Source: an optimization exercise on an open RTL-to-GDS flow (aim: a short achievable clock period and few clock cycles). Production flows keep margins and buffers that such runs may drop. For this run, only the layout was checked, not whether the RTL still works.

==> flow/design.v <==
module fetch_stage (
   input  logic        clk,
   input  logic        rst_n,
   input  logic        stall_i,
   input  logic        redirect_i,
   input  logic [29:0] redirect_pc_i,    
   input  logic        uncond_i,         
   input  logic [31:0] imem_data_i,
   output logic [31:0] imem_addr_o,
   output logic [29:0] tgt_o             
);
   logic [29:0] pc_q;
   assign imem_addr_o = {pc_q, 2'b00};
   assign tgt_o = pc_q + {{14{imem_data_i[15]}}, imem_data_i[15:0]} + 30'd1;
   always_ff @(posedge clk) begin
      if (!rst_n)          pc_q <= 30'h0;
      else if (redirect_i) pc_q <= redirect_pc_i;
      else if (stall_i)    pc_q <= pc_q;
      else if (uncond_i)   pc_q <= tgt_o;
      else                 pc_q <= pc_q + 30'd1;
   end
endmodule
module pipe_ctrl (
   input  logic [31:0] instr_i,
   output logic        is_alu_o,      
   output logic        is_lw_o,
   output logic        is_sw_o,
   output logic        is_beq_o,
   output logic        uncond_o,      
   output logic        use_imm_o,     
   output logic        reg_write_o,   
   output logic [4:0]  dest_o,
   output logic [4:0]  alu_op_o       
);
   localparam [5:0] OP_RTYPE = 6'h00;
   localparam [5:0] OP_BEQ   = 6'h04;
   localparam [5:0] OP_ADDI  = 6'h08;
   localparam [5:0] OP_LW    = 6'h23;
   localparam [5:0] OP_SW    = 6'h2b;
   localparam [5:0] F_ADD = 6'h20;
   localparam [5:0] F_SUB = 6'h22;
   localparam [5:0] F_AND = 6'h24;
   localparam [5:0] F_OR  = 6'h25;
   localparam [5:0] F_SLT = 6'h2a;
   logic [5:0] opcode, funct;
   logic [4:0] rs, rt, rd;
   logic       is_r, is_addi;
   assign opcode = instr_i[31:26];
   assign rs     = instr_i[25:21];
   assign rt     = instr_i[20:16];
   assign rd     = instr_i[15:11];
   assign funct  = instr_i[5:0];
   always_comb begin
      alu_op_o = 5'b00001;
      is_r     = 1'b0;
      if (opcode == OP_RTYPE) begin
         is_r = 1'b1;
         case (funct)
            F_ADD:   alu_op_o = 5'b00001;
            F_SUB:   alu_op_o = 5'b00010;
            F_AND:   alu_op_o = 5'b00100;
            F_OR:    alu_op_o = 5'b01000;
            F_SLT:   alu_op_o = 5'b10000;
            default: is_r = 1'b0;
         endcase
      end
   end
   assign is_addi     = opcode == OP_ADDI;
   assign is_lw_o     = opcode == OP_LW;
   assign is_sw_o     = opcode == OP_SW;
   assign is_beq_o    = opcode == OP_BEQ;
   assign uncond_o    = is_beq_o && (rs == rt);
   assign is_alu_o    = is_r || is_addi;
   assign use_imm_o   = is_addi;
   assign dest_o      = is_r ? rd : rt;
   assign reg_write_o = (is_r || is_addi || is_lw_o) && (dest_o != 5'd0);
endmodule
module reg_file (
   input  logic        clk,
   input  logic [4:0]  rs_i,
   input  logic [4:0]  rt_i,
   input  logic        we_i,
   input  logic [4:0]  wd_i,
   input  logic [31:0] wdata_i,
   output logic [31:0] rs_data_o,
   output logic [31:0] rt_data_o
);
   logic [31:0] regs [1:31];
   always_ff @(posedge clk) begin
      if (we_i) regs[wd_i] <= wdata_i;
   end
   assign rs_data_o = (rs_i == 5'd0) ? 32'h0 :
                      (we_i && wd_i == rs_i) ? wdata_i : regs[rs_i];
   assign rt_data_o = (rt_i == 5'd0) ? 32'h0 :
                      (we_i && wd_i == rt_i) ? wdata_i : regs[rt_i];
endmodule
module exec_stage (
   input  logic [31:0] a_i,
   input  logic [31:0] b_i,
   input  logic [4:0]  alu_op_i,        
   output logic [31:0] y_o
);
   logic [31:0] sum, diff;
   logic        lt;
   assign sum  = a_i + b_i;
   assign diff = a_i - b_i;
   assign lt   = $signed(a_i) < $signed(b_i);
   assign y_o = ({32{alu_op_i[0]}} & sum)
              | ({32{alu_op_i[1]}} & diff)
              | ({32{alu_op_i[2]}} & (a_i & b_i))
              | ({32{alu_op_i[3]}} & (a_i | b_i))
              | {31'h0, alu_op_i[4] & lt};
endmodule
module mem_wb_stage (
   input  logic        is_lw_i,
   input  logic        is_sw_i,
   input  logic [31:0] addr_i,
   input  logic [31:0] store_data_i,
   input  logic [31:0] alu_i,
   output logic        dmem_re_o,
   output logic        dmem_we_o,
   output logic [31:0] dmem_addr_o,
   output logic [31:0] dmem_wdata_o,
   input  logic [31:0] dmem_rdata_i,
   output logic [31:0] result_o
);
   assign dmem_re_o    = is_lw_i;
   assign dmem_we_o    = is_sw_i;
   assign dmem_addr_o  = addr_i;
   assign dmem_wdata_o = store_data_i;
   assign result_o     = is_lw_i ? dmem_rdata_i : alu_i;
endmodule
module mips_pipe (
   input  logic        clk,
   input  logic        rst_n,
   output logic [31:0] imem_addr_o,
   input  logic [31:0] imem_data_i,
   output logic        dmem_re_o,
   output logic        dmem_we_o,
   output logic [31:0] dmem_addr_o,
   output logic [31:0] dmem_wdata_o,
   input  logic [31:0] dmem_rdata_i
);
   logic        f_is_alu, f_is_lw, f_is_sw, f_is_beq, f_uncond, f_use_imm, f_reg_write;
   logic [4:0]  f_dest, f_alu_op;
   logic [29:0] f_tgt;
   logic [31:0] f_rs_data, f_rt_data;
   logic [4:0]  f_rs, f_rt;
   logic [31:0] f_imm;
   logic        stall, redirect, kill_d;
   logic [29:0] redirect_pc;
   logic        d_valid;
   logic        d_is_alu, d_is_lw, d_is_sw, d_is_beq, d_uncond, d_use_imm, d_reg_write;
   logic [4:0]  d_dest, d_alu_op, d_rs, d_rt;
   logic [31:0] d_imm;
   logic        d_imm1;
   logic [29:0] d_tgt;
   logic [31:0] d_a, d_b;          
   logic        d_fa_x, d_fb_x, d_fa_c, d_fb_c;
   logic        m_lw, m_sw, m_beq, m_reg_write, m_imm1, m_eq;
   logic [4:0]  m_dest;
   logic [31:0] m_alu, m_addr, m_sdata;
   logic [29:0] m_tgt;
   logic [31:0] m_result;
   logic        w_we;
   logic [4:0]  w_dest;
   logic [31:0] w_data;
   assign f_rs  = imem_data_i[25:21];
   assign f_rt  = imem_data_i[20:16];
   assign f_imm = {{16{imem_data_i[15]}}, imem_data_i[15:0]};
   pipe_ctrl dec_i (
      .instr_i     (imem_data_i),
      .is_alu_o    (f_is_alu),
      .is_lw_o     (f_is_lw),
      .is_sw_o     (f_is_sw),
      .is_beq_o    (f_is_beq),
      .uncond_o    (f_uncond),
      .use_imm_o   (f_use_imm),
      .reg_write_o (f_reg_write),
      .dest_o      (f_dest),
      .alu_op_o    (f_alu_op)
   );
   fetch_stage fetch_i (
      .clk           (clk),
      .rst_n         (rst_n),
      .stall_i       (stall),
      .redirect_i    (redirect),
      .redirect_pc_i (redirect_pc),
      .uncond_i      (f_uncond),
      .imem_data_i   (imem_data_i),
      .imem_addr_o   (imem_addr_o),
      .tgt_o         (f_tgt)
   );
   reg_file regs_i (
      .clk       (clk),
      .rs_i      (f_rs),
      .rt_i      (f_rt),
      .we_i      (w_we),
      .wd_i      (w_dest),
      .wdata_i   (w_data),
      .rs_data_o (f_rs_data),
      .rt_data_o (f_rt_data)
   );
   logic d_go;
   assign d_go = d_valid && !stall && !redirect && !kill_d;
   logic f_ma, f_mb, f_da, f_db;
   assign f_ma = m_reg_write && m_dest == f_rs;
   assign f_mb = m_reg_write && m_dest == f_rt && !f_use_imm;
   assign f_da = d_go && d_reg_write && d_dest == f_rs;
   assign f_db = d_go && d_reg_write && d_dest == f_rt && !f_use_imm;
   always_ff @(posedge clk) begin
      if (!rst_n) d_valid <= 1'b0;
      else if (redirect) d_valid <= 1'b0;
      else if (!stall) d_valid <= 1'b1;
   end
   always_ff @(posedge clk) begin
      if (stall) begin
         d_a    <= (d_fa_x || d_fa_c) ? m_result : d_a;
         d_b    <= (d_fb_x || d_fb_c) ? m_result : d_b;
         d_fa_x <= 1'b0;
         d_fb_x <= 1'b0;
         d_fa_c <= 1'b0;
         d_fb_c <= 1'b0;
      end else begin
         d_is_alu    <= f_is_alu;
         d_is_lw     <= f_is_lw;
         d_is_sw     <= f_is_sw;
         d_is_beq    <= f_is_beq;
         d_uncond    <= f_uncond;
         d_use_imm   <= f_use_imm;
         d_reg_write <= f_reg_write;
         d_dest      <= f_dest;
         d_alu_op    <= f_alu_op;
         d_rs        <= f_rs;
         d_rt        <= f_rt;
         d_imm       <= f_imm;
         d_imm1      <= imem_data_i[15:0] == 16'd1;
         d_tgt       <= f_tgt;
         d_a         <= f_ma ? m_result : f_rs_data;
         d_b         <= f_use_imm ? f_imm : f_mb ? m_result : f_rt_data;
         d_fa_x      <= f_da && (f_is_alu || f_is_lw || f_is_sw);
         d_fb_x      <= f_db && f_is_alu;
         d_fa_c      <= f_da && f_is_beq;
         d_fb_c      <= f_db && (f_is_beq || f_is_sw);
      end
   end
   logic [31:0] alu_a, alu_b, cmp_a, cmp_b, alu_y, addr_sum;
   assign alu_a = d_fa_x ? m_alu : d_a;
   assign alu_b = d_fb_x ? m_alu : d_b;
   assign cmp_a = d_fa_c ? m_result : d_a;
   assign cmp_b = d_fb_c ? m_result : d_b;
   assign stall = d_valid && m_lw && (d_fa_x || d_fb_x);
   exec_stage alu_i (.a_i(alu_a), .b_i(alu_b), .alu_op_i(d_alu_op), .y_o(alu_y));
   assign addr_sum = alu_a + d_imm;
   always_ff @(posedge clk) begin
      if (!rst_n) begin
         m_lw        <= 1'b0;
         m_sw        <= 1'b0;
         m_beq       <= 1'b0;
         m_reg_write <= 1'b0;
      end else begin
         m_lw        <= d_go && d_is_lw;
         m_sw        <= d_go && d_is_sw;
         m_beq       <= d_go && d_is_beq && !d_uncond;
         m_reg_write <= d_go && d_reg_write;
      end
   end
   always_ff @(posedge clk) begin
      m_dest  <= d_dest;
      m_imm1  <= d_imm1;
      m_tgt   <= d_tgt;
      m_alu   <= alu_y;
      m_addr  <= addr_sum;
      m_sdata <= cmp_b;
      m_eq    <= cmp_a == cmp_b;
   end
   mem_wb_stage mem_i (
      .is_lw_i      (m_lw),
      .is_sw_i      (m_sw),
      .addr_i       (m_addr),
      .store_data_i (m_sdata),
      .alu_i        (m_alu),
      .dmem_re_o    (dmem_re_o),
      .dmem_we_o    (dmem_we_o),
      .dmem_addr_o  (dmem_addr_o),
      .dmem_wdata_o (dmem_wdata_o),
      .dmem_rdata_i (dmem_rdata_i),
      .result_o     (m_result)
   );
   logic taken;
   assign taken       = m_beq && m_eq;
   assign kill_d      = taken && m_imm1 && d_valid && !d_uncond;
   assign redirect    = taken && !kill_d;
   assign redirect_pc = m_tgt;
   always_ff @(posedge clk) begin
      if (!rst_n) w_we <= 1'b0;
      else        w_we <= m_reg_write;
      w_dest <= m_dest;
      if (m_reg_write) w_data <= m_result;
   end
endmodule
==> flow/run.sh <==
#!/bin/bash
# synth_recipe.tcl (not shown) runs the flow's synth.tcl, then flattens the netlist and writes it again
# the make line also repeats each setting of config.mk as NAME=value (left out here)
make -C /OpenROAD-flow-scripts/flow DESIGN_CONFIG=/design/flow/config.mk WORK_HOME=/design/flow/orfs CLKGATE_MAP_FILE= SYNTH_SCRIPT=/design/flow/synth_recipe.tcl finish
==> flow/config.mk <==
export PLATFORM = sky130hd
export DESIGN_NAME = mips_pipe
export DESIGN_NICKNAME = mips_pipe
export VERILOG_FILES = /design/flow/design.v
export SDC_FILE = /design/flow/constraint.sdc
export NUM_CORES = 4
export LEC_CHECK = 0
export CAP_MARGIN = 40
export CORE_MARGIN = 2
export CORE_UTILIZATION = 40
export SETUP_SLACK_MARGIN = 4.0
export SLEW_MARGIN = 30
==> flow/constraint.sdc <==
create_clock -name core_clock -period 7.0 [get_ports {clk}]
set_input_delay 1.4000 -clock core_clock [delete_from_list [all_inputs] [get_ports {clk}]]
set_output_delay 1.4000 -clock core_clock [all_outputs]
set_load 0.01 [all_outputs]
==> summary.json <==
{
  "slew_headroom_pct": 41.9,
  "route.final.wire_length_mm": 236,
  "hold_class": "flip-flop to flip-flop",
  "viasPerCell": 6.37,
  "final_non_filler_cell_total": 7431,
  "multi_input_gate_area_mm2": 0.0307,
  "setup.worst_path.end_class": "flip-flop",
  "synth_enable_flop_cells": 1150,
  "global_route_met1_usage_pct": 35.9,
  "clk_pin_slew_worst_paths_ns": 0.06,
  "clk_latency_ns": 0.81,
  "cts-htree-levels": 4,
  "worstMarginPinSlew_ns": 0.870,
  "grt_overall_usage_pct": 26.9,
  "dp_hpwl_mm": 139,
  "use_met3_pct": 6.18,
  "die-width_um": 413,
  "timing.clock.skew_ns": 0.0468,
  "overflow": 0,
  "design.portCount": 164,
  "post_drt_wl_per_cell_um": 31.7,
  "fin_area_mm2": 0.0844,
  "synth_largest_type_area_fraction_pct": 51.6,
  "initial_core_utilization_pct": 40.1,
  "achievable-frequency_mhz": 271,
  "tritoncts.num_buffers": 147,
  "num_rows": 150,
  "grt_setup_unrepaired": "true",
  "fin_total_pwr_uw": 20900,
  "synth_sequential_area_ratio_pct": 57.0,
  "irDropWorstVdd_v": 0.000171,
  "highest_net_fanout_along_the_worst_path": 4,
  "layout_worst_path_cycle_share_pct": 52.8,
  "synth.most_common_cell": "edfxtp_1",
  "die_y_um": 413,
  "syn-cell-area_mm2": 0.0669,
  "outcome": "finished clean",
  "start_kind": "flip-flop",
  "whs_path_depth": 0,
  "r2r.worst_path.cells": 17,
  "power.static_leakage_uw": 0.0292,
  "root_buffer": "clkbuf_16",
  "setup.worst_path.class": "flip-flop to flip-flop",
  "share_of_layout_cells_above_drive_strength_1_pct": 34.3,
  "sequential_cell_area_mm2": 0.0382,
  "synth_top_cell_by_area": "edfxtp_1",
  "post_dp_cell_area_mm2": 0.0728,
  "power.density_mw_per_mm2": 248,
  "synth.yosys.warnings": 4,
  "place.detailed.instances": 6871,
  "globalRouteMet2Util_pct": 42.6,
  "dr_total_vias": 47400,
  "tritoncts": "built",
  "synth-async-reset-ratio_pct": 0,
  "post_synth_num_cell_types": 88,
  "netlist_top_cells_count": "edfxtp_1 (1150), mux4_2 (430), a21oi_1 (355), nor2_1 (264), mux2i_1 (236)",
  "dieArea_mm2": 0.170,
  "via_count_of_the_first_global_routing_pass": 46000,
  "final_antenna_net_count": 0,
  "worst_ep_arrival_time_ns": 4.40,
  "yosys_most_used_dff": "edfxtp_1",
  "max_cap_viol_count": 0,
  "final_hold_viol_count": 0,
  "setup_viol": 0,
  "final.setup.tns_ns": 0,
  "grt_busiest_layer": "met2",
  "drcViolationCount": 0,
  "drtIter0Drc": 5923,
  "global_route_wire_length_before_repair_mm": 331,
  "synthToLayoutAreaGrowth_pct": 26.2,
  "post_synth_main_area_contributors": "edfxtp_1 (52%), mux4_2 (14%), dfxtp_1 (5.3%), mux2i_1 (3.5%), ha_1 (3.0%)",
  "floorplan.core_area_mm2": 0.167,
  "final_nets": 5332,
  "antenna_found_initial": 3,
  "port-buffer-count": 161,
  "post_cts_hold_buffer_count": 0,
  "postSynthRegisterBits": 1328,
  "netlist_instances": 4666,
  "grt_start_max_net_pins": 66,
  "min_period_ns": 3.69,
  "crit_required_ns": 7.71,
  "numClockSinks": 1328,
  "drv_slew": 0,
  "routabilityCongestion": 0.908,
  "syn-mean-instance-area_um2": 14.3,
  "detailedRoute.firstPassIterationCount": 6,
  "filler_cell_count": 13700,
  "clockBufferDepth": 3
}
[power by group]
part           switching [uW]  internal [uW]
combinational            2120           1680
clock                    3350           4670
sequential                265           8800
total                    5740          15100
[final timing paths]
kind                 startpoint                 to  slack [ns]
max           d_fa_x$_SDFF_PP0_  m_alu[24]$_DFF_P_        3.31
min          d_tgt[0]$_DFFE_PN_   m_tgt[0]$_DFF_P_        0.33
max reg2reg   d_fa_x$_SDFF_PP0_  m_alu[24]$_DFF_P_        3.31
min reg2reg  d_tgt[0]$_DFFE_PN_   m_tgt[0]$_DFF_P_        0.33
[layer usage]
layer	share of wire, %	wire [um]	vias up
li1	-	-	19600
met1	39	91600	24500
met2	47	110000	2802
met3	10	24800	501
met4	4.1	9590	6
met5	0.020	47	-
[state kept, by name (all words and copies together) (netlist names), 32 cells and up]
name / cells
m_alu: 32
d_b: 32
w_data: 32
d_a: 32
m_addr: 32
regs_i.regs: 992
m_sdata: 32
[critical path, cell delays in order, from the launching register on]
cell,delay [ns]
dfxtp_4,0.41
buf_12,0.14
mux2i_4,0.25
buf_6,0.14
inv_4,0.04
ha_4,0.16
inv_2,0.05
fa_2,0.20
nand2b_4,0.14
a21oi_4,0.07
o31ai_4,0.29
o311ai_4,0.16
o41a_1,0.51
a31o_4,0.31
a21o_1,0.17
a21oi_2,0.20
a221oi_1,0.13
o21ai_2,0.21
[area by class of cell]
| class | count | area share [%] |
|---|---|---|
| inverters | 167 | 0.780 |
| multi-input cells | 2854 | 36.4 |
| well taps | 2204 | 3.27 |
| clock buffers | 183 | 4.64 |
| flip-flops and latches | 1328 | 45.2 |
| diodes | 1 | 0.00297 |
| clock inverters | 88 | 1.24 |
| repair buffers | 606 | 8.39 |
[cell usage in the layout, fill, tap and decap left out, drive strengths merged, types with 17 or more instances in the layout]
cell           netlist  routed
nand2              180     181
inv                167     173
nand4               24      24
nor2b               33      33
clkinv               0      60
nand2b              18      18
bufinv               0      18
buf                105     436
nor3                64      64
clkbuf             217     197
and3                16      19
clkdlybuf4s50        0      33
xnor2               75      75
xor2                76      76
nor4                22      22
a21oi              357     357
o221ai              37      37
mux2               122     122
o21ai              158     158
o22ai               73      73
dfxtp              178     178
a21o                42      42
nor2               265     265
o31ai               43      43
a221oi             104     104
or3                 17      17
a31oi               21      21
nand3               40      40
dlygate4sd2          0      94
ha                 158     158
mux4               430     430
edfxtp            1150    1150
mux2i              236     236
bufbuf               0      18
o211ai              40      40
a22oi               17      17
o21bai              30      30
[timing repair]
action	in CTS	in global routing
resized for setup	671	241
pin swaps	144	168
setup buffers	153	87
cloned	32	13
endpoints found under the setup margin	317	257
[stage by stage]
step	hold slack, ns	utilization, %	worst slack (ns)
floorplan	0.323	-	3.27
global placement	0.323	43.3	1.55
detailed placement	0.327	43.7	2.04
CTS	0.321	49.3	3.35
global route	0.328	50.6	3.23
finish	0.326	50.6	3.31
[cell families after synthesis]
logic type,count (synthesis),synth area share (%)
flops,1328,57.0
compound gates,1032,10.0
mux,788,20.1
simple gates,715,4.91
buf+inv,489,2.93
fa+ha+maj,162,3.08
xor+xnor,151,1.98
other cells,1,0.00561

## re-timing with driven ports
In the flow no input, the clock included, has a driving cell. The finished layout below was timed again as built, in two steps.
Step 1 (the two cells are an assumption about what drives the block):
set clk [get_ports {clk}]
set_driving_cell -lib_cell sky130_fd_sc_hd__clkbuf_16 $clk
set_driving_cell -lib_cell sky130_fd_sc_hd__buf_2 [delete_from_list [all_inputs] $clk]
Step 2 adds t to the input delays and takes it off the output delays; t is the mean of the earliest and latest rising clock arrival at the registers after step 1. Input paths then give back, and output paths get back, about the clock's delay inside the block.
Three values: ideal, step 1, step 2; two values: the first two.
t (ns): 0.877
setup WS [ns]: 3.306 / 3.306 / 2.813
worst hold slack (ns): 0.326 / 0.326 / 0.326
worst setup path after step 2: input to register
After both steps this run still meets setup and hold. The setup slack of this run moves by 0.000 ns with the drivers and by -0.493 ns with both steps.
